What follows belongs to an exercise in optimizing a design on an open flow for small area; a production flow would make more cautious choices. RTL that was checked went through simulation tests only; none was proved equivalent to the original. No functional check of the RTL was part of run 4. Power and IR drop assume default switching activity.

==> flow/config.mk <==
export PLATFORM = sky130hd
export DESIGN_NAME = cpu_top
export DESIGN_NICKNAME = cpu_top
export VERILOG_FILES = /design/flow/design.v
export SDC_FILE = /design/flow/constraint.sdc
export NUM_CORES = 4
export LEC_CHECK = 0
export CAP_MARGIN = 20
export CORE_MARGIN = 2
export CORE_UTILIZATION = 65
export PLACE_DENSITY = 0.85
export SLEW_MARGIN = 20
==> flow/constraint.sdc <==
create_clock -name core_clock -period 10.0 [get_ports {clk}]
set_input_delay 2.0000 -clock core_clock [delete_from_list [all_inputs] [get_ports {clk}]]
set_output_delay 2.0000 -clock core_clock [all_outputs]
set_load 0.01 [all_outputs]
==> flow/design.v <==
package cpu_pkg;
    typedef logic signed [16-1:0] word_t;
    typedef logic [12-1:0] pc_t;
    typedef logic [16-1:0] instr_t;
    typedef logic [4-1:0] reg_addr_t;
    typedef logic [12-1:0] data_addr_t;
    typedef enum logic [2:0] {
        st_fetch,
        st_fetch_wait,
        st_execute,
        st_mem,
        st_mem_wait,
        st_halt
    } ctrl_state_t;
endpackage
`timescale 1ns/10ps
module cpu_top (
    input  logic                clk,
    input  logic                rst_n,
    output logic                fetch_req,
    output cpu_pkg::pc_t        fetch_addr,
    input  logic                fetch_valid,
    input  cpu_pkg::instr_t     fetch_instr,
    output logic                mem_rd_req,
    output logic                mem_wr_req,
    output cpu_pkg::data_addr_t mem_addr,
    output cpu_pkg::word_t      mem_wdata,
    input  logic                mem_rvalid,
    input  cpu_pkg::word_t      mem_rdata,
    input  logic                mem_wack,
    output logic                retire,
    output logic                halted
);
    localparam logic [2:0] S_CLR  = 3'd0;    
    localparam logic [2:0] S_F    = 3'd1;    
    localparam logic [2:0] S_FW   = 3'd2;    
    localparam logic [2:0] S_E1   = 3'd3;    
    localparam logic [2:0] S_E2   = 3'd4;    
    localparam logic [2:0] S_W    = 3'd5;    
    localparam logic [2:0] S_LW   = 3'd6;    
    localparam logic [2:0] S_HALT = 3'd7;
    logic [3:0] ph;
    logic [2:0] state;
    logic [2:0] state_next;
    logic       dpend;        
    logic       ir_ok;        
    logic       ir_rdy;       
    logic [15:0] ir;
    logic ph0, ph15;
    assign ph0  = (ph == 4'd0);
    assign ph15 = (ph == 4'd15);
    always_ff @(posedge clk or negedge rst_n) begin
        if (!rst_n) ph <= 4'd0;
        else        ph <= ph + 4'd1;
    end
    logic is_jmp, is_beq, is_mem, is_load, is_store, is_alu, is_sub, is_mul, is_slt;
    assign is_jmp   = ir[15] && !ir[13];
    assign is_beq   = ir[15] && ir[13];
    assign is_mem   = !ir[15] && ir[14];
    assign is_load  = is_mem && ir[13];
    assign is_store = is_mem && !ir[13];
    assign is_alu   = !ir[15] && !ir[14];
    assign is_sub   = (ir[13] == ir[0]);
    assign is_mul   = ir[13] && !ir[0];
    assign is_slt   = ir[13] && ir[0];
    logic in_clr, in_f, in_fw, in_e1, in_e2, in_w, in_lw, in_halt;
    assign in_clr  = (state == S_CLR);
    assign in_f    = (state == S_F);
    assign in_fw   = (state == S_FW);
    assign in_e1   = (state == S_E1);
    assign in_e2   = (state == S_E2);
    assign in_w    = (state == S_W);
    assign in_lw   = (state == S_LW);
    assign in_halt = (state == S_HALT);
    logic [15:0] rb0;         
    logic        rs_bit, rt_bit;
    logic        we_any;
    logic        wbit;
    logic [3:0]  wsel;
    assign rs_bit = rb0[ir[12:9]];
    assign rt_bit = rb0[ir[8:5]];
    assign wsel   = ir[14] ? ir[8:5] : ir[4:1];
    for (genvar r = 0; r < 16; r++) begin : g_ring
        logic        we_r;
        logic [15:0] q;
        assign we_r   = in_clr || (we_any && (wsel == 4'(r)));
        assign rb0[r] = q[0];
        always_ff @(posedge clk) begin
            q <= {(we_r ? wbit : q[0]), q[15:1]};
        end
    end
    logic [15:0] pcq;
    logic        pc_we;
    logic        pc_wbit;
    logic        pc_bit;
    assign pc_bit     = pcq[0];
    assign fetch_addr = pcq[11:0];
    always_ff @(posedge clk) begin
        pcq <= {(pc_we ? pc_wbit : pcq[0]), pcq[15:1]};
    end
    logic imm_bit;
    logic jt_bit;
    logic [15:0] jvec;
    assign imm_bit = ph[3] || ph[2] ? ir[4] : ir[ph[1:0]];
    assign jvec    = {ir[12:9], ir[12:1]};
    assign jt_bit  = jvec[ph];
    logic c;
    logic add_a, add_b, cin0, cin, sum, cout;
    assign add_a = (in_f || in_e2) ? pc_bit : rs_bit;
    assign add_b = in_f ? 1'b0 : ((in_e2 || is_mem) ? imm_bit : (rt_bit ^ is_sub));
    assign cin0  = in_f || (is_alu && is_sub && !in_e2);
    assign cin   = ph0 ? cin0 : c;
    assign sum   = add_a ^ add_b ^ cin;
    assign cout  = (add_a & add_b) | (add_a & cin) | (add_b & cin);
    always_ff @(posedge clk) begin
        c <= cout;
    end
    logic flag;
    logic eqbit;
    logic lt;
    assign eqbit = (rs_bit == rt_bit);
    assign lt    = (rs_bit != rt_bit) ? rs_bit : sum;
    always_ff @(posedge clk) begin
        if (in_e1) flag <= is_beq ? ((ph0 || flag) && eqbit) : lt;
    end
    logic [15:0] tq;
    logic        tshift;
    logic        tin;
    assign tshift = !(in_e2 || in_lw || (in_e1 && is_load && ph[3] && ph[2]));
    assign tin    = rt_bit && !is_load;
    always_ff @(posedge clk) begin
        if (mem_rvalid || tshift)
            tq <= {tin, tq[15:1]} | ({16{mem_rvalid}} & mem_rdata);
    end
    assign mem_wdata = {tq[4:0], tq[15:5]};
    logic [14:0] acc;
    logic [14:0] mp;
    logic        mb;
    assign mb = rs_bit && in_e2;
    logic [15:0] mc;
    assign mc[0] = 1'b0;
    for (genvar i = 0; i < 15; i++) begin : g_madd
        logic pp;
        assign pp      = mb && tq[i];
        assign mp[i]   = acc[i] ^ pp ^ mc[i];
        assign mc[i+1] = (acc[i] && pp) || (mc[i] && (acc[i] ^ pp));
    end
    always_ff @(posedge clk) begin
        acc <= {((in_e1 && is_mem) ? sum : (mb && tq[15])), mp[14:1]};
    end
    assign mem_addr = {sum, acc[14:4]};
    assign we_any = (in_e1 && is_alu && !ir[13])
                 || (in_e2 && is_alu)
                 || in_w;
    assign wbit   = in_clr ? 1'b0
                  : in_w   ? tq[0]
                  : in_e2  ? (ir[0] ? (ph0 && flag) : mp[0])
                  : sum;
    assign pc_we   = in_clr || in_f || (in_e1 && is_jmp) || (in_e2 && is_beq);
    assign pc_wbit = in_clr ? 1'b0 : (in_e1 ? jt_bit : sum);
    logic go;
    assign go = ir_rdy && !(is_mem && dpend);
    always_comb begin
        state_next = state;
        case (state)
            S_CLR:  if (ph15) state_next = S_F;
            S_F: begin
                if (ph0 && pcq[11]) state_next = S_HALT;
                else if (ph15)      state_next = go ? S_E1 : S_FW;
            end
            S_FW:   if (ph15 && go) state_next = S_E1;
            S_E1: begin
                if (ph15) begin
                    if (is_load)                              state_next = (dpend && !mem_rvalid) ? S_LW : S_W;
                    else if (is_alu && ir[13])                state_next = S_E2;
                    else if (is_beq && flag && eqbit)         state_next = S_E2;
                    else                                      state_next = S_F;
                end
            end
            S_E2:   if (ph15) state_next = S_F;
            S_W:    if (ph15) state_next = S_F;
            S_LW:   if (ph15 && (!dpend || mem_rvalid)) state_next = S_W;
            default: state_next = S_HALT;
        endcase
    end
    always_ff @(posedge clk or negedge rst_n) begin
        if (!rst_n) begin
            state   <= S_CLR;
            dpend   <= 1'b0;
        end else begin
            state <= state_next;
            if (mem_rd_req || mem_wr_req)       dpend <= 1'b1;
            else if (mem_rvalid || mem_wack)    dpend <= 1'b0;
        end
    end
    always_ff @(posedge clk) begin
        if (fetch_valid) ir <= fetch_instr;
        if (fetch_req)        ir_ok <= 1'b0;
        else if (fetch_valid) ir_ok <= 1'b1;
        if (ph == 4'd10)      ir_rdy <= ir_ok;
    end
    assign fetch_req  = in_f && ph0 && !pcq[11];
    assign mem_rd_req = in_e1 && is_load && (ph == 4'd11);
    assign mem_wr_req = in_e1 && is_store && (ph == 4'd11);
    assign retire     = ph15 && (in_e1 || in_e2 || in_w) && (state_next == S_F);
    assign halted     = in_halt && !dpend;
endmodule
==> flow/flow/run.sh <==
#!/bin/bash
# Standard ORFS layout, with plain buf_1 port buffers and a lighter clock tree
# (small clock buffers, no CTS dummy loads).
set -euo pipefail
export BUFFER_PORTS_ARGS="-buffer_cell sky130_fd_sc_hd__buf_1"
export CTS_ARGS="-sink_clustering_enable -repair_clock_nets -dont_use_dummy_load -buf_list sky130_fd_sc_hd__clkbuf_4 -sink_clustering_size 12 -sink_clustering_max_diameter 35"
bash standard.sh > flow.log 2>&1
==> flow/standard.sh <==
#!/bin/bash
# synth_recipe.tcl (not shown) runs the flow's synth.tcl, then flattens the netlist and writes it again
# the make line also repeats each setting of config.mk as NAME=value (left out here)
make -C /OpenROAD-flow-scripts/flow DESIGN_CONFIG=/design/flow/config.mk WORK_HOME=/design/flow/orfs CLKGATE_MAP_FILE= SYNTH_SCRIPT=/design/flow/synth_recipe.tcl "${@:-finish}"
==> summary.txt, run 1 <==
Critical path
  • CP cell instances: mux4_1, mux2_2, mux2i_4, nor3_1, buf_4, and2_1, ha_1, inv_1, fa_1, inv_1, fa_1, fa_1, fa_1, fa_1, fa_1, fa_1, fa_1, fa_1, fa_1, fa_1, fa_1, fa_1, xor2_1, xnor2_1
  • CP startpoint kind: flop
  • Crit path largest cell delay: approximately 600 ps
  • Crit-path slowest cell: mux4_1
  • Cell mode on critical path: fa_1
  • FF-to-FF setup slack: 2360 ps
  • CP startpoint: ir[9]$_DFFE_PP_
  • Worst flop-to-flop path endpoint: acc[13]$_DFF_P_
  • Worst Path Required: about 11000 ps
  • Crit path max fanout: 16
  • Reg-to-Reg Start: ir[9]$_DFFE_PP_
  • Arr. time, crit path: slightly above 8000 ps
  • Worst Setup Path Type: flop to flop
  • Critical path endpoint category: flop
  • CP Capture Point: acc[13]$_DFF_P_
  • Worst R2R Path Depth: 24

Drt
  • Drt wl/cell: around 18 um
  • Drt drc: 0
  • First DRT Iteration DRCs: 310
  • Antenna viol nets, final: 0
  • Routed vias/inst: ~5.4
  • Wirelength, routed: approximately 16000 um
  • Via Count: 4694
  • TritonRoute pass-1 iters: 4

Clocking
  • Post-CTS Setup Bufs: 0
  • Htree depth: 2
  • Clock latency (worst-skew pair): around 650 ps
  • Max clock buf depth: 3
  • CTS root buffer: clkbuf_4
  • Num CTS Buffers: 41
  • # hold bufs at CTS: 0
  • Post-cts resize count: 0
  • Clock sinks: ~330
  • Clk slew on worst S/H paths: 100 ps
  • CTS tree: yes

Finish
  • Layout net count: about 750
  • Synth-to-Final Area Change: 6.53%
  • Fill cells: 962
  • Multi-input logic area: 0.00189 mm^2
  • Non-Filler Instances: 876
  • Final Util: 0.707
  • Share of layout cells above drive strength 1: 0.0833
  • Ant. Diodes: 0
  • Register area: between 0.007 and 0.008 mm^2

Power and ir drop
  • Pwr Density: between 200 and 250 mW/mm^2
  • VDD IR max: approximately 0.14 mV
  • Leak: 3.90 nW

GRT
  • Vias in the first global route: 4851
  • Initial antenna violation count: 0
  • Grt total ovfl: 0
  • Global Route Usage Sum: 0.217
  • Largest net degree at the start of global routing: 21
  • First-pass GRT wire length: about 25000 um

Logic synthesis
  • Syn Inst Count: 611
  • YS warnings: 1
  • Syn_nets: about 670
  • Ys flop type: dfxtp_1
  • Synth area leaders: dfxtp_1 (63%), edfxtp_1 (11%), fa_1 (3.0%), dfrtp_1 (2.2%), buf_4 (2.0%)
  • Seq cells post-synth: 331
  • Post-synth top area share: 0.628
  • Syn_area_per_cell: between 15 and 20 um^2
  • Post-synth EDFFs: 34
  • Synth cell types: 52
  • Count leader, synth: dfxtp_1
  • Post-synthesis sequential area ratio: 0.761
  • Leading area contributor after synthesis: dfxtp_1
  • Synthesized area: between 0.009 and 0.01 mm^2
  • Post-synth top cells: dfxtp_1 (289), edfxtp_1 (34), nand2_1 (26)
  • Asr flop ratio synth: 0.0242

STA
  • WHS: approximately 270 ps
  • Slew Viols, Final: 0
  • RSZ-0062 raised after global routing: false
  • Fin crit period: roughly 7600 ps
  • Rel. slew slack: 0.273
  • Final hold viol count: 0
  • Final setup viols: 0
  • Max Clk Rate: about 130 MHz
  • Total negative slack: 0 ps
  • Period utilization: 0.764
  • Final Skew: 107 ps
  • Worst-Margin Slew: around 1100 ps

Outcome
  • Status: no timing/DRC/antenna violations

Placement
  • Final RePlAce weighted congestion: roughly 0.85
  • IO buf count: between 80 and 90
  • Post-DP HPWL: 10800 um
  • Placed Cells: 835

Floorplan
  • Initial core utilization: 0.664
  • Area of the core: approximately 0.014 mm^2
  • I/O pin count: 82
  • Die Span X: 123 um
  • Vert. Die Dim: ~120 um
  • Std cell rows: 43
  • Die ar.: ~0.015 mm^2

Hold path
  • HP Class: flop to flop

Flow run
  • Max-cap viol count: 0
[routing by layer]
metal	wire [um]	track usage
met1	6670	0.270
met2	7920	0.364
met3	839	0.0623
met4	341	0.0795
met5	0	0
[power by group]
group / internal, mW / switching, mW / total (mW)
Sequential: 1.42 / 0.0591 / 1.48
Combinational: 0.0971 / 0.185 / 0.283
Clock: 0.189 / 0.366 / 0.555
[cells by family (layout without fill, tap and decap cells)]
logic type / count (synthesis) / in the layout / synth area share
AO/OA/AOI/OAI: 88 / 88 / 0.0648
XOR/XNOR: 7 / 7 / 0.00666
adder cells (fa/ha/maj): 19 / 19 / 0.0369
buffers and inverters: 52 / 137 / 0.0337
flip-flops: 331 / 331 / 0.761
multiplexers: 22 / 22 / 0.0440
AND/OR/NAND/NOR: 92 / 92 / 0.0532
[critical path: cells and delay by family, from the launching register on]
kind                     cells  cell delay, ps
flip-flops                   1             500
adder cells (fa/ha/maj)     14            5020
AND/OR/NAND/NOR              2             260
XOR/XNOR                     2             310
buffers and inverters        3             320
multiplexers                 3            1140
[how the worst min path moves through the flow]
| stage | start | to | slack [ps] | cells past startpoint |
|---|---|---|---|---|
| after floorplan | g_ring[0].q[1]$_DFF_P_ | g_ring[0].q[0]$_DFF_P_ | 310 | 0 |
| after global placement | g_ring[12].q[6]$_DFF_P_ | g_ring[12].q[5]$_DFF_P_ | 310 | 0 |
| after detailed placement | g_ring[0].q[14]$_DFF_P_ | g_ring[0].q[13]$_DFF_P_ | 310 | 0 |
| after CTS | g_ring[11].q[9]$_DFF_P_ | g_ring[11].q[8]$_DFF_P_ | 260 | 0 |
| after global routing | g_ring[11].q[9]$_DFF_P_ | g_ring[11].q[8]$_DFF_P_ | 270 | 0 |
| final | g_ring[11].q[3]$_DFF_P_ | g_ring[11].q[2]$_DFF_P_ | 270 | 0 |
[metrics by stage]
stage	total power, mW	cell area [um^2]	worst slack, ps
after floorplan	1.72	9210	2740
after global placement	1.78	9510	2580
after detailed placement	1.79	9510	2350
after CTS	2.34	9810	2370
after global routing	2.44	9810	2090
final	2.32	9810	2360
[final cells by class]
cell class                      instances  share of cell area
Clock buffer                           41              0.0314
Timing Repair Buffer                   86              0.0348
Multi-Input combinational cell        228               0.193
Tap cell                              180              0.0230
Sequential cell                       331               0.714
Inverter                               10             0.00383
[layout by cell type, fill, tap and decap left out, types with 2 or more instances in the layout]
cell type / n
a31oi_1: 7
o31ai_1: 13
nand3_1: 5
and2_1: 14
nor2_1: 12
ha_1: 4
and3_1: 2
buf_4: 5
dfxtp_1: 289
mux4_2: 7
xnor2_1: 4
clkbuf_4: 41
a21o_1: 16
a22o_1: 2
nor3_1: 7
o21ai_0: 11
a22oi_1: 2
a211oi_1: 2
inv_1: 10
mux4_1: 5
edfxtp_1: 34
nand2_1: 26
xor2_1: 3
and3b_1: 3
a21oi_1: 11
dfrtp_1: 8
nor3b_1: 6
o211ai_1: 13
mux2i_1: 6
mux2_2: 3
nand2b_1: 5
o21ai_1: 3
fa_1: 14
nor2b_1: 6
buf_1: 81
[sequential cells by signal, summed over array words and instances (netlist names)]
signal and flops:
ir 16, state 3, tq 16, acc 15, dpend 1, ir_ok 1
flag 1, ph 4, ir_rdy 1, g_ring.q 256, pcq 16, c 1
==> run 2, diff against run 1 <==
==> flow/config.mk (replaced) <==
export PLATFORM = sky130hd
export DESIGN_NAME = cpu_top
export DESIGN_NICKNAME = cpu_top
export VERILOG_FILES = /design/flow/design.v
export SDC_FILE = /design/flow/constraint.sdc
export NUM_CORES = 4
export LEC_CHECK = 0
export CAP_MARGIN = 0
export CORE_MARGIN = 2
export CORE_UTILIZATION = 70
export PLACE_DENSITY = 0.9
export SLEW_MARGIN = 0
==> run 2 against run 1 <==
Utilization up 6.3 points. Synthesized cell count unchanged. Combinational power rose by 3%. Power up 0.39%. Setup slack better by 77 ps. Largest cell class unchanged. Hold slack worse by 3.9 ps. Still clean on timing, DRC and antenna. Via count rose by 2.0%. Critical endpoint unchanged. Register-to-register slack better by 80 ps. Clock power is essentially flat. First-iteration DRC count up 21%.
==> summary.txt, run 2 <==
Logic synthesis
  • Ys flop type: dfxtp_1
  • Syn Inst Count: ~610
  • Synth area leaders: dfxtp_1 (63%), edfxtp_1 (11%), fa_1 (3.0%), dfrtp_1 (2.2%), buf_4 (2.0%)
  • Synthesized area: between 0.009 and 0.01 mm^2
  • Post-synth top area share: 0.628
  • Count leader, synth: dfxtp_1
  • Synth cell types: 52
  • YS warnings: 1
  • Post-synthesis sequential area ratio: 0.761
  • Syn_nets: 666
  • Syn_area_per_cell: roughly 15 um^2
  • Asr flop ratio synth: 0.0242
  • Seq cells post-synth: approximately 330
  • Post-synth EDFFs: 34
  • Post-synth top cells: dfxtp_1 (289), edfxtp_1 (34), nand2_1 (26)
  • Leading area contributor after synthesis: dfxtp_1

Clocking
  • Max clock buf depth: 3
  • Htree depth: 2
  • Clock sinks: 331
  • Num CTS Buffers: 40
  • CTS tree: yes
  • Post-CTS Setup Bufs: 0
  • Clock latency (worst-skew pair): between 600 and 700 ps
  • # hold bufs at CTS: 0
  • Clk slew on worst S/H paths: roughly 110 ps
  • Post-cts resize count: 0
  • CTS root buffer: clkbuf_4

Finish
  • Layout net count: about 750
  • Commonest cells after routing, fill and taps aside: dfxtp_1 (289), buf_1 (81), clkbuf_4 (40)
  • Number of flip-flops in the largest register: about 260
  • Share of layout cells above drive strength 1: 0.0820
  • Ant. Diodes: 0
  • Synth-to-Final Area Change: 6.34%
  • Largest register by flop count: g_ring.q
  • Commonest non-fill, non-tap cell in the layout: dfxtp_1
  • Final Util: 0.770

Flow run
  • Max-cap viol count: 0

Critical path
  • Crit path max fanout: 16
  • Reg-to-Reg Start: ir[9]$_DFFE_PP_
  • Arr. time, crit path: around 8000 ps
  • FF-to-FF setup slack: between 2000 and 2500 ps
  • Worst flop-to-flop path endpoint: acc[13]$_DFF_P_
  • Worst Setup Path Type: flop to flop
  • Crit path largest cell delay: 580 ps
  • CP Capture Point: acc[13]$_DFF_P_
  • Cell mode on critical path: fa_1
  • Worst Path Required: roughly 10000 ps
  • Worst R2R Path Depth: 24
  • CP startpoint: ir[9]$_DFFE_PP_
  • Crit-path slowest cell: mux4_1
  • CP cell instances: mux4_1, mux2_2, mux2i_4, nor3_1, buf_4, and2_1, ha_1, inv_1, fa_1, inv_1, fa_1, fa_1, fa_1, fa_1, fa_1, fa_1, fa_1, fa_1, fa_1, fa_1, fa_1, fa_1, xor2_1, xnor2_1
  • Critical path endpoint category: flop
  • CP startpoint kind: flop

STA
  • Slew Viols, Final: 0
  • Fin crit period: 7570 ps
  • Period utilization: 0.757
  • Max Clk Rate: approximately 130 MHz
  • Final hold viol count: 0
  • Final Skew: ~100 ps
  • Final setup viols: 0
  • WHS: about 270 ps
  • Worst-Margin Slew: approximately 1100 ps
  • Total negative slack: 0 ps
  • RSZ-0062 raised after global routing: false
  • Rel. slew slack: 0.267

Power and ir drop
  • Sw frac: 0.268
  • VDD IR max: between 0.1 and 0.15 mV
  • Power share of the combinational group: 0.125
  • Clock share of power: 0.237
  • Int Pwr: around 1.7 mW
  • Switching pwr: between 0.6 and 0.7 mW
  • Sequential share of power: 0.638
  • Pwr Density: ~240 mW/mm^2
  • Leak: ~3.9 nW

Drt
  • Via Count: 4787
  • Antenna viol nets, final: 0
  • TritonRoute pass-1 iters: 5
  • Drt drc: 0
  • First DRT Iteration DRCs: 374
  • Drt wl/cell: around 19 um
  • Wirelength, routed: between 15000 and 20000 um
  • Routed vias/inst: around 5.5

Hold path
  • HP Class: flop to flop
  • Worst Hold Launch: g_ring[12].q[8]$_DFF_P_

Floorplan
  • Die Span X: 119 um
  • Initial core utilization: 0.724
  • Die ar.: approximately 0.014 mm^2
  • I/O pin count: 82
  • Std cell rows: a little over 40
  • Area of the core: around 0.013 mm^2
  • Vert. Die Dim: approximately 120 um

GRT
  • Largest net degree at the start of global routing: 21
  • Vias in the first global route: ~4900
  • Grt total ovfl: 0
  • Initial antenna violation count: 0
  • First-pass GRT wire length: between 20000 and 30000 um
  • Global Route Usage Sum: 0.248

Outcome
  • Status: no timing/DRC/antenna violations

Placement
  • Final RePlAce weighted congestion: around 0.87
  • IO buf count: 81
  • Post-DP HPWL: between 10000 and 15000 um
[run 2: cell counts after synthesis]
No cell type changed its count.
[run 2: cell families (layout without fill, tap and decap cells)]
kind of cell,after synthesis,count (layout),share of synthesized area
DFF,331,331,0.761
buffers and inverters,52,136,0.0337
adders and majority gates,19,19,0.0369
muxes,22,22,0.0440
AOI/OAI and AO/OA,88,88,0.0648
and+or+nand+nor,92,92,0.0532
xor gates and xnor gates,7,7,0.00666
[run 2: layout make-up]
| cell class | instances | area [um^2] |
|---|---|---|
| fill | 750 | 2930 |
| timing repair buffer | 86 | 342 |
| tap | 172 | 215 |
| clock buffer | 40 | 300 |
| multi-input combinational | 228 | 1890 |
| inverter | 10 | 37.5 |
| sequential | 331 | 7010 |
[run 2: how the worst min path moves through the flow]
| stage | end | slack [ps] | depth (start not counted) |
|---|---|---|---|
| detailed placement | g_ring[6].q[14]$_DFF_P_ | 310 | 0 |
| global route | g_ring[12].q[7]$_DFF_P_ | 260 | 0 |
| global placement | g_ring[4].q[9]$_DFF_P_ | 310 | 0 |
| finish | g_ring[12].q[7]$_DFF_P_ | 270 | 0 |
| floorplan | g_ring[0].q[0]$_DFF_P_ | 310 | 0 |
| CTS | g_ring[12].q[7]$_DFF_P_ | 270 | 0 |
[run 2: power groups by stage]
stage	clock network, mW	registers [mW]	logic [mW]
floorplan	0	1.48	0.236
global placement	0	1.51	0.269
detailed placement	0	1.51	0.277
CTS	0.569	1.48	0.278
global route	0.617	1.49	0.317
finish	0.552	1.48	0.291
[run 2: per-stage QoR]
stage / std cells / total power, mW / setup slack [ps] / cell area, um^2
final: 867 / 2.33 / 2430 / 9800
after global routing: 867 / 2.43 / 2080 / 9800
after CTS: 866 / 2.33 / 2400 / 9790
after detailed placement: 826 / 1.79 / 2390 / 9490
after global placement: 826 / 1.78 / 2550 / 9490
after floorplan: 611 / 1.72 / 2740 / 9210
[run 2: routing by layer]
layer	global-route usage	vias to the layer above	wire [um]
li1	-	2233	-
met1	0.314	2304	6760
met2	0.397	203	8120
met3	0.0681	47	1160
met4	0.116	0	609
met5	0	-	0
[run 2: worst max-delay path, delay by kind of cell (launching register included)]
family / cells / cell delay (ps)
mux: 3 / 1110
fa+ha+maj: 14 / 4990
buf+inv: 3 / 320
flops: 1 / 470
simple gates: 2 / 250
xor+xnor: 2 / 310
==> run 3, diff against run 2 <==
--- a/flow/config.mk
+++ b/flow/config.mk
@@ -5,8 +5,8 @@
 export SDC_FILE = /design/flow/constraint.sdc
 export NUM_CORES = 4
 export LEC_CHECK = 0
-export CAP_MARGIN = 0
+export CAP_MARGIN = 20
 export CORE_MARGIN = 2
 export CORE_UTILIZATION = 70
 export PLACE_DENSITY = 0.9
-export SLEW_MARGIN = 0
+export SLEW_MARGIN = 20
==> run 3 against run 2 <==
Global-route usage is 0.55 points higher. Area after synthesis did not move. Non-clock buffer count is the same.
==> summary.txt, run 3 <==
Outcome
  • Status: no timing/DRC/antenna violations

Clocking
  • Post-CTS Setup Bufs: 0
  • Htree depth: 2
  • CTS root buffer: clkbuf_4
  • Num CTS Buffers: 37
  • Clk slew on worst S/H paths: between 100 and 150 ps
  • Post-cts resize count: 0
  • # hold bufs at CTS: 0
  • CTS tree: yes
  • Clock latency (worst-skew pair): around 650 ps
  • Max clock buf depth: 3
  • Clock sinks: 331

Drt
  • Via Count: 4782
  • TritonRoute pass-1 iters: 5
  • Routed vias/inst: 5.53
  • Drt drc: 0
  • Wirelength, routed: approximately 17000 um
  • Drt wl/cell: approximately 20 um
  • First DRT Iteration DRCs: 455
  • Antenna viol nets, final: 0

Logic synthesis
  • Post-synth top cells: dfxtp_1 (289), edfxtp_1 (34), nand2_1 (26)
  • Asr flop ratio synth: 0.0242
  • Count leader, synth: dfxtp_1
  • Post-synth top area share: 0.628
  • Syn Inst Count: 611
  • Synthesized area: ~0.0092 mm^2
  • Leading area contributor after synthesis: dfxtp_1
  • Ys flop type: dfxtp_1
  • YS warnings: 1
  • Synth area leaders: dfxtp_1 (63%), edfxtp_1 (11%), fa_1 (3.0%), dfrtp_1 (2.2%), buf_4 (2.0%)
  • Post-synthesis sequential area ratio: 0.761
  • Seq cells post-synth: about 330
  • Syn_nets: roughly 670
  • Post-synth EDFFs: 34
  • Syn_area_per_cell: around 15 um^2
  • Synth cell types: 52

GRT
  • First-pass GRT wire length: approximately 27000 um
  • Met1 usage: 0.316
  • M3 GR Usage: 0.0671
  • Global Route Usage Sum: 0.253
  • Vias in the first global route: roughly 5000
  • Grt met2 use: 0.425
  • Global routing's busiest layer: met2
  • Initial antenna violation count: 0
  • Largest net degree at the start of global routing: 21
  • Grt total ovfl: 0

STA
  • Final Skew: ~100 ps
  • Worst-Margin Slew: 1070 ps
  • Fin crit period: 7700 ps
  • Rel. slew slack: 0.284
  • Slew Viols, Final: 0
  • RSZ-0062 raised after global routing: false
  • WHS: 309 ps
  • Final setup viols: 0
  • Total negative slack: 0 ps
  • Period utilization: 0.770
  • Final hold viol count: 0
  • Max Clk Rate: about 130 MHz

Power and ir drop
  • Switching pwr: approximately 0.62 mW
  • Sw frac: 0.270
  • Total power: ~2.3 mW
  • Pwr Density: roughly 240 mW/mm^2
  • VDD IR max: 0.171 mV
  • Sequential share of power: 0.642
  • Clock share of power: 0.232
  • Leak: just under 4 nW
  • Power share of the combinational group: 0.125
  • Int Pwr: approximately 1.7 mW

Floorplan
  • Std cell rows: 41
  • I/O pin count: 82
  • Die ar.: roughly 0.014 mm^2
  • Initial core utilization: 0.724
  • Die Span X: 119 um
  • Vert. Die Dim: roughly 120 um
  • Area of the core: ~0.013 mm^2

Critical path
  • Critical path endpoint category: flop
  • Worst Setup Path Type: flop to flop
  • Crit path max fanout: 16
  • Worst Path Required: about 10000 ps
  • Arr. time, crit path: about 8200 ps
  • CP startpoint kind: flop

Finish
  • Largest register by flop count: g_ring.q
  • Number of flip-flops in the largest register: ~260
  • Commonest non-fill, non-tap cell in the layout: dfxtp_1
  • Synth-to-Final Area Change: 6.07%
  • Share of layout cells above drive strength 1: 0.0780
  • Fill cells: approximately 770
  • Ant. Diodes: 0
  • Commonest cells after routing, fill and taps aside: dfxtp_1 (289), buf_1 (81), clkbuf_4 (37)
  • Layout net count: about 750
  • Final Util: 0.768
  • Non-Filler Instances: roughly 860

Placement
  • Placed Cells: 827
  • Final RePlAce weighted congestion: slightly below 0.9
  • IO buf count: 81
  • Post-DP HPWL: about 12000 um

Hold path
  • HP Class: flop to flop

Flow run
  • Max-cap viol count: 0
run 3: cell count changes in the layout (fill, tap and decap cells not counted):
cell	previous run	this run
buf_4	5	4
buf_2	0	1
clkbuf_4	40	37
run 3: kinds of logic after synthesis:
logic type / count (synthesis) / share of synthesized area
muxes: 22 / 0.0440
and+or+nand+nor: 92 / 0.0532
adders and majority gates: 19 / 0.0369
buffers and inverters: 52 / 0.0337
xor gates and xnor gates: 7 / 0.00666
AOI/OAI and AO/OA: 88 / 0.0648
DFF: 331 / 0.761
run 3: per-stage QoR:
step | setup slack (ps) | area, um^2
finish | 2300 | 9770
CTS | 2310 | 9770
global route | 2010 | 9770
floorplan | 2740 | 9210
detailed placement | 2340 | 9490
global placement | 2550 | 9490
run 3: worst paths after layout:
check | from | to | slack [ps] | cells after the start
setup reg to reg | ir[9]$_DFFE_PP_ | acc[13]$_DFF_P_ | 2300 | 24
setup / recovery | ir[9]$_DFFE_PP_ | acc[13]$_DFF_P_ | 2300 | 24
min in group asynchronous | rst_n | ph[2]$_DFF_PN0_ | 1330 | 1
hold / removal | g_ring[12].q[12]$_DFF_P_ | g_ring[12].q[11]$_DFF_P_ | 310 | 0
hold reg to reg | g_ring[12].q[12]$_DFF_P_ | g_ring[12].q[11]$_DFF_P_ | 310 | 0
max in group asynchronous | rst_n | state[2]$_DFF_PN0_ | 8280 | 1
run 3: worst max-delay path, stage by stage (launching register included):
cell and delay, ps:
edfxtp_1 520, mux4_1 620, mux2_2 310, mux2i_4 230
nor3_1 80, buf_4 210, and2_1 170, ha_1 180
inv_1 70, fa_1 170, inv_1 60, fa_1 370
fa_1 390, fa_1 390, fa_1 380, fa_1 390
fa_1 390, fa_1 390, fa_1 390, fa_1 390
fa_1 380, fa_1 400, fa_1 390, xor2_1 180
xnor2_1 130
run 3: routing by layer:
metal	vias to the layer above	share of wire
met5	-	0
met4	0	0.030
met3	50	0.072
met2	227	0.50
met1	2278	0.40
li1	2227	-
run 3: layout make-up:
type | instances | area [um^2] | area share
sequential | 331 | 7010 | 0.717
multi-input combinational | 228 | 1890 | 0.194
inverter | 10 | 37.5 | 0.00384
clock buffer | 37 | 278 | 0.0284
timing repair buffer | 86 | 339 | 0.0347
tap | 172 | 215 | 0.0220
run 3: power groups by stage:
stage	registers, mW	logic (mW)	clock network [mW]
3_5_place_dp	1.51	0.283	0
4_1_cts	1.48	0.288	0.550
6_report	1.48	0.289	0.537
3_3_place_gp	1.51	0.269	0
2_1_floorplan	1.48	0.236	0
5_1_grt	1.49	0.315	0.601
==> run 4, diff against run 3 <==
--- a/flow/design.v
+++ b/flow/design.v
@@ -112,16 +112,14 @@
     assign cin   = ph0 ? cin0 : c;
     assign sum   = add_a ^ add_b ^ cin;
     assign cout  = (add_a & add_b) | (add_a & cin) | (add_b & cin);
-    always_ff @(posedge clk) begin
-        c <= cout;
-    end
-    logic flag;
     logic eqbit;
     logic lt;
     assign eqbit = (rs_bit == rt_bit);
     assign lt    = (rs_bit != rt_bit) ? rs_bit : sum;
     always_ff @(posedge clk) begin
-        if (in_e1) flag <= is_beq ? ((ph0 || flag) && eqbit) : lt;
+        if (in_e1 && is_beq)    c <= (ph0 || c) && eqbit;
+        else if (in_e1 && ph15) c <= lt;
+        else                    c <= cout;
     end
     logic [15:0] tq;
     logic        tshift;
@@ -154,7 +152,7 @@
                  || in_w;
     assign wbit   = in_clr ? 1'b0
                   : in_w   ? tq[0]
-                  : in_e2  ? (ir[0] ? (ph0 && flag) : mp[0])
+                  : in_e2  ? (ir[0] ? (ph0 && c) : mp[0])
                   : sum;
     assign pc_we   = in_clr || in_f || (in_e1 && is_jmp) || (in_e2 && is_beq);
     assign pc_wbit = in_clr ? 1'b0 : (in_e1 ? jt_bit : sum);
@@ -173,7 +171,7 @@
                 if (ph15) begin
                     if (is_load)                              state_next = (dpend && !mem_rvalid) ? S_LW : S_W;
                     else if (is_alu && ir[13])                state_next = S_E2;
-                    else if (is_beq && flag && eqbit)         state_next = S_E2;
+                    else if (is_beq && c && eqbit)            state_next = S_E2;
                     else                                      state_next = S_F;
                 end
             end
==> run 4 against run 3 <==
Still clean. Die area is 0.53% higher. Clock power hardly changed. Maximum frequency is 3.8% higher. Hold slack worse by 21 ps. Power is 3.1% lower. Highest routed layer unchanged.
==> summary.txt, run 4 <==
Critical path
  • FF-to-FF setup slack: between 2000 and 3000 ps
  • Cell mode on critical path: fa_1
  • Reg-to-Reg Start: ir[9]$_DFFE_PP_
  • Crit path largest cell delay: roughly 620 ps
  • Critical path buffers and inverters: 2
  • Critical path endpoint category: flop
  • Worst Path Required: ~10000 ps
  • Crit-path slowest cell: mux4_1
  • CP startpoint kind: flop
  • Worst R2R Path Depth: 23
  • CP cell instances: mux4_1, mux2i_1, mux2_4, nor3_4, and2_1, ha_1, inv_1, fa_1, inv_1, fa_1, fa_1, fa_1, fa_1, fa_1, fa_1, fa_1, fa_1, fa_1, fa_1, fa_1, fa_1, xor2_1, xnor2_1
  • Worst Setup Path Type: flop to flop
  • CP delay by family, top: adder cells
  • Crit path max fanout: 16
  • Worst flop-to-flop path endpoint: acc[13]$_DFF_P_
  • Arr. time, crit path: slightly below 8000 ps

GRT
  • Global Route Usage Sum: 0.246
  • Largest net degree at the start of global routing: 22
  • First-pass GRT wire length: between 20000 and 30000 um
  • Grt total ovfl: 0
  • Vias in the first global route: just under 5000
  • Initial antenna violation count: 0

Drt
  • Antenna viol nets, final: 0
  • TritonRoute pass-1 iters: 5
  • Routed vias/inst: ~5.5
  • Drt wl/cell: about 19 um
  • First DRT Iteration DRCs: 365
  • Via Count: 4746
  • Drt drc: 0
  • Wirelength, routed: about 16000 um

Hold path
  • Worst Hold Launch: g_ring[0].q[9]$_DFF_P_
  • HP Class: flop to flop
  • Hold depth: 0
  • Worst Hold End: g_ring[0].q[8]$_DFF_P_

Finish
  • Synth-to-Final Area Change: 5.77%
  • Commonest non-fill, non-tap cell in the layout: dfxtp_1
  • Share of layout cells above drive strength 1: 0.0938
  • Ant. Diodes: 0
  • Layout net count: 750
  • Largest register by flop count: g_ring.q
  • Fill cells: 788
  • Final instance area: ~0.01 mm^2
  • Commonest cells after routing, fill and taps aside: dfxtp_1 (289), buf_1 (81), clkbuf_4 (38)
  • Non-Filler Instances: a little under 900
  • Number of flip-flops in the largest register: between 200 and 300

Placement
  • Placed inst area: about 0.0095 mm^2
  • Placed Cells: approximately 830
  • Post-DP HPWL: roughly 12000 um
  • IO buf count: approximately 80
  • Final RePlAce weighted congestion: between 0.8 and 0.9

Clocking
  • Clock latency (worst-skew pair): between 600 and 700 ps
  • Num CTS Buffers: 38
  • Clk slew on worst S/H paths: between 100 and 150 ps
  • CTS root buffer: clkbuf_4
  • Post-cts resize count: 0
  • Htree depth: 2
  • CTS tree: yes
  • Max clock buf depth: 3
  • # hold bufs at CTS: 0
  • Clock sinks: between 300 and 400
  • Post-CTS Setup Bufs: 0

Logic synthesis
  • YS warnings: 1
  • Post-synth top cells: dfxtp_1 (289), edfxtp_1 (33), buf_4 (26)
  • Post-synth EDFFs: 33
  • Syn_area_per_cell: roughly 15 um^2
  • Seq cells post-synth: 330
  • Asr flop ratio synth: 0.0242
  • Post-synth top area share: 0.625
  • Syn Inst Count: approximately 620
  • Synthesized area: between 0.009 and 0.01 mm^2
  • Ys flop type: dfxtp_1
  • Synth area leaders: dfxtp_1 (62%), edfxtp_1 (11%), fa_1 (3.0%), dfrtp_1 (2.2%), buf_4 (2.1%)
  • Leading area contributor after synthesis: dfxtp_1
  • Post-synthesis sequential area ratio: 0.753
  • Syn_nets: around 670
  • Count leader, synth: dfxtp_1
  • Synth cell types: 61

STA
  • Fin crit period: 7420 ps
  • Total negative slack: 0 ps
  • Worst-Margin Slew: about 1000 ps
  • Final Skew: between 100 and 150 ps
  • Rel. slew slack: 0.309
  • Slew Viols, Final: 0
  • Max Clk Rate: 135 MHz
  • RSZ-0062 raised after global routing: false
  • Final hold viol count: 0
  • Final setup viols: 0
  • Period utilization: 0.742

Floorplan
  • Initial core utilization: 0.708
  • Die ar.: ~0.014 mm^2
  • Std cell rows: 42
  • Vert. Die Dim: around 120 um
  • Die Span X: ~120 um
  • I/O pin count: 82
  • Area of the core: about 0.013 mm^2

Power and ir drop
  • Leak: roughly 3.9 nW
  • VDD IR max: 0.168 mV
  • Total power: roughly 2.2 mW
  • Pwr Density: around 230 mW/mm^2

Flow run
  • Max-cap viol count: 0

Outcome
  • Status: no timing/DRC/antenna violations
## run 4: through the flow
| step | hold WS [ps] | worst slack, ps | util |
|---|---|---|---|
| after floorplan | 310 | 2970 | - |
| after CTS | 290 | 2560 | 0.748 |
| final | 289 | 2580 | 0.749 |
| after global placement | 310 | 2850 | 0.727 |
| after detailed placement | 312 | 2580 | 0.727 |
| after global routing | 278 | 2270 | 0.749 |
## run 4: cell families (layout without fill, tap and decap cells)
| kind of cell | Yosys count | after routing | synth area share |
|---|---|---|---|
| flip-flops | 330 | 330 | 0.753 |
| AO/OA/AOI/OAI | 94 | 94 | 0.0715 |
| AND/OR/NAND/NOR | 94 | 94 | 0.0570 |
| buffers and inverters | 53 | 130 | 0.0354 |
| multiplexers | 20 | 20 | 0.0405 |
| adder cells (fa/ha/maj) | 18 | 18 | 0.0357 |
| XOR/XNOR | 7 | 7 | 0.00662 |
## run 4: worst max path at each step
stage,startpoint,to,slack [ps],cells after the start
after global routing,ir[9]$_DFFE_PP_,acc[13]$_DFF_P_,2270,23
after CTS,ir[9]$_DFFE_PP_,acc[13]$_DFF_P_,2560,23
final,ir[9]$_DFFE_PP_,acc[13]$_DFF_P_,2580,23
after global placement,ir[9]$_DFFE_PP_,acc[13]$_DFF_P_,2850,23
after floorplan,ir[9]$_DFFE_PP_,acc[13]$_DFF_P_,2970,24
after detailed placement,ir[9]$_DFFE_PP_,acc[13]$_DFF_P_,2580,23
## run 4: final cells by class
type                    count  area, um^2  share of cell area
clock buffers              38         285              0.0291
multi-input cells         233        1960               0.200
repair buffers             83         319              0.0326
well taps                 176         220              0.0225
flip-flops and latches    330        6980               0.712
inverters                   9        33.8             0.00345
## run 4: metal layers
| metal | GRT usage | vias up | wire length (um) |
|---|---|---|---|
| met2 | 0.419 | 175 | 8390 |
| met1 | 0.310 | 2289 | 6760 |
| met4 | 0.100 | 0 | 569 |
| met3 | 0.0474 | 50 | 761 |
| met5 | 0 | - | 0 |
| li1 | - | 2232 | - |
## run 4: power breakdown
| part | switching [mW] | internal [mW] | leakage, nW |
|---|---|---|---|
| Clock | 0.364 | 0.176 | 0.175 |
| Combinational | 0.158 | 0.0800 | 0.951 |
| Sequential | 0.0585 | 1.40 | 2.74 |

## port drivers added, routing unchanged
Ports are ideal in the flow. The routed layouts listed here were re-timed in OpenROAD. Step 1, drivers: a clkbuf_16 drives clk and a buf_2 each remaining input, both assumed. Step 2, shift: input delay + t, output delay - t, t = (earliest + latest rising clock arrival at the registers) / 2. This alone moves slack from input paths to output paths. Slacks: no drivers / after step 1 / after step 2; pairs: no drivers / after step 1.
run	t (ns)	slack for setup (ns)	worst setup path after step 2	clock arrival spread, ns	worst slew at a driven data input, ns
run 1	0.629	2.356 / 2.356 / 2.356	register to register	0.107 / 0.107	0.05
run 2	0.625	2.432 / 2.432 / 2.432	register to register	0.103 / 0.103	0.05
run 3	0.627	2.300 / 2.300 / 2.300	register to register	0.116 / 0.116	0.05
run 4	0.619	2.584 / 2.584 / 2.584	register to register	0.119 / 0.118	0.05
After both steps every run listed still meets setup and hold.
